This design comes from an exercise in tuning for small area, a short achievable clock period and few clock cycles per item on the open sky130 flow, not from production work.
In this exercise RTL edits were held to simulation tests only and were not proved equivalent to the original.
Power is estimated from default activity; no workload was simulated.

==> inputs of trial 74 <==
## tc_dot_product
module tc_dot_product #(
    parameter int shape_k    = SHAPE_K_DEF,
    parameter int in_width   = IN_WIDTH_DEF,
    parameter int depth_warp = DEPTH_WARP_DEF,
    parameter int fifo_depth = FIFO_DEPTH_DEF
) (
    input  logic                          clk,
    input  logic                          reset_i,
    input  logic [shape_k*in_width-1:0]   a_i,
    input  logic [shape_k*in_width-1:0]   b_i,
    input  logic [C_WIDTH-1:0]            c_i,
    input  tc_pkg::tc_op_e                        op_i,
    input  logic [IDXW_WIDTH-1:0]         ctrl_reg_idxw_i,
    input  logic [depth_warp-1:0]         ctrl_warpid_i,
    input  logic                          in_valid_i,
    input  logic                          out_ready_i,
    output logic                          in_ready_o,
    output logic                          out_valid_o,
    output logic [C_WIDTH-1:0]            result_o,
    output logic                          ovf_o,
    output logic [IDXW_WIDTH-1:0]         ctrl_reg_idxw_o,
    output logic [depth_warp-1:0]         ctrl_warpid_o
);
    localparam int S = 3;    
    logic sgn, uns;
    assign sgn = (op_i == OP_SIGNED);
    assign uns = !sgn;
    logic         adv;
    logic [S-1:0] vld_q;
    assign adv         = !vld_q[S-1] || out_ready_i;
    assign in_ready_o  = adv;
    assign out_valid_o = vld_q[S-1];
    always_ff @(posedge clk) begin
        if (reset_i) begin
            vld_q <= '0;
        end else if (adv) begin
            vld_q <= {vld_q[S-2:0], in_valid_i};
        end
    end
    logic [IDXW_WIDTH-1:0] idxw_q [S];
    logic [depth_warp-1:0] warp_q [S];
    logic [S-1:0]          sgn_q;
    always_ff @(posedge clk) begin
        if (adv) begin
            idxw_q[0] <= ctrl_reg_idxw_i;
            warp_q[0] <= ctrl_warpid_i;
            sgn_q[0]  <= sgn;
            for (int i = 1; i < S; i++) begin
                idxw_q[i] <= idxw_q[i-1];
                warp_q[i] <= warp_q[i-1];
                sgn_q[i]  <= sgn_q[i-1];
            end
        end
    end
    logic pp1;
    logic pp2;
    logic pp3;
    logic pp4;
    logic pp5;
    logic pp6;
    logic pp7;
    logic pp8;
    logic pp9;
    logic pp10;
    logic pp11;
    logic pp12;
    logic pp13;
    logic pp14;
    logic pp15;
    logic pp16;
    logic pp17;
    logic pp18;
    logic pp19;
    logic pp20;
    logic pp21;
    logic pp22;
    logic pp23;
  ...
make LEC_CHECK=0 CAP_MARGIN=20 CORE_MARGIN=2 CORE_UTILIZATION=40 SETUP_SLACK_MARGIN=2.6 SLEW_MARGIN=20 SYNTH_HIERARCHICAL=1 SYNTH_MINIMUM_KEEP_SIZE=0 finish   # period 5.5 ns
run.sh (not shown) runs the stock make flow with config.mk's settings and CLKGATE_MAP_FILE= SYNTH_SCRIPT=/design/flow/synth_recipe.tcl, a recipe that flattens the netlist after the stock synthesis.
==> build 26 (differences from trial 74) <==
SETUP_SLACK_MARGIN = 1.5   (was 2.6)
==> summary of the runs <==
In trial 74 the hold slack is worse than in build 26, by 0.0015 ns. Sequential power is about the same in build 26 and trial 74. Total power: build 26 is smaller than trial 74 (13%). In build 26 the maximum frequency is smaller than in trial 74, by about 14%. Of trial 74 and build 26, trial 74 has the higher final area (gap 7.7%, measured against build 26). In synthesized cell count, build 26 and trial 74 do not differ. Between trial 74 and build 26, the lower setup slack is in build 26 (gap 0.54 ns).
==> figures <==
Antenna violations before repair: trial 74 5; build 26 3
Filler instances: trial 74 5009; build 26 5131
Number of stages on the worst setup path: trial 74 13; build 26 3
Largest clock skew in the final design: trial 74 0.01741 ns; build 26 0.02219 ns
Proportion of cell area occupied by multi-input gates: trial 74 0.5572; build 26 0.5254
Top layer in use: trial 74 met5; build 26 met4
Non-clock buffer share: trial 74 0.07427; build 26 0.07387
Result of the run: trial 74 finished clean; build 26 finished clean
Buffer and inverter count on the worst path: trial 74 4; build 26 2
First DRT Iteration DRCs: trial 74 1024; build 26 1214
Number of global-route vias before repair: trial 74 15891; build 26 15881
Relative slew margins: trial 74 0.4974; build 26 0.2786
Final core utilization: trial 74 0.5004; build 26 0.4647
RR Endpoint: trial 74 result_o[2]; build 26 result_o[14]
Buffers inserted during post-CTS setup optimization: trial 74 19; build 26 0
Testbench counts of trial 74, summed over its fixed seeds: cycles 3,224, items 3,200.
Testbench counts of build 26, summed over its fixed seeds: cycles 3,224, items 3,200.

[afterwards: timing with drivers on the ports]
No port has a modelled driver above. Below, the same layouts with a new extraction and two added sets of constraints.
Step 1 (the two cells are an assumption about what drives the block):
set clk [get_ports {clk}]
set_driving_cell -lib_cell sky130_fd_sc_hd__clkbuf_16 $clk
set_driving_cell -lib_cell sky130_fd_sc_hd__buf_2 [delete_from_list [all_inputs] $clk]
Step 2 times the ports against the registers' clock, not the clock port: input delays grow and output delays shrink by t, the midpoint of the rising clock arrivals with the driver on.
Three values: ideal ports, drivers, drivers and shift; two values: the first two.
run	t (ns)	setup WS [ns]	hold WS [ns]	worst setup path at the end	cell pins on the clock port's net
trial 74	0.595	2.270 / 2.270 / 1.887	0.415 / 0.415 / 0.415	input to register	1
build 26	0.609	1.729 / 1.707 / 1.390	0.417 / 0.417 / 0.417	input to register	1
After both steps every run listed still meets setup and hold. The setup slack of trial 74, which loses most, moves by 0.000 ns with the drivers and by -0.383 ns with both steps.
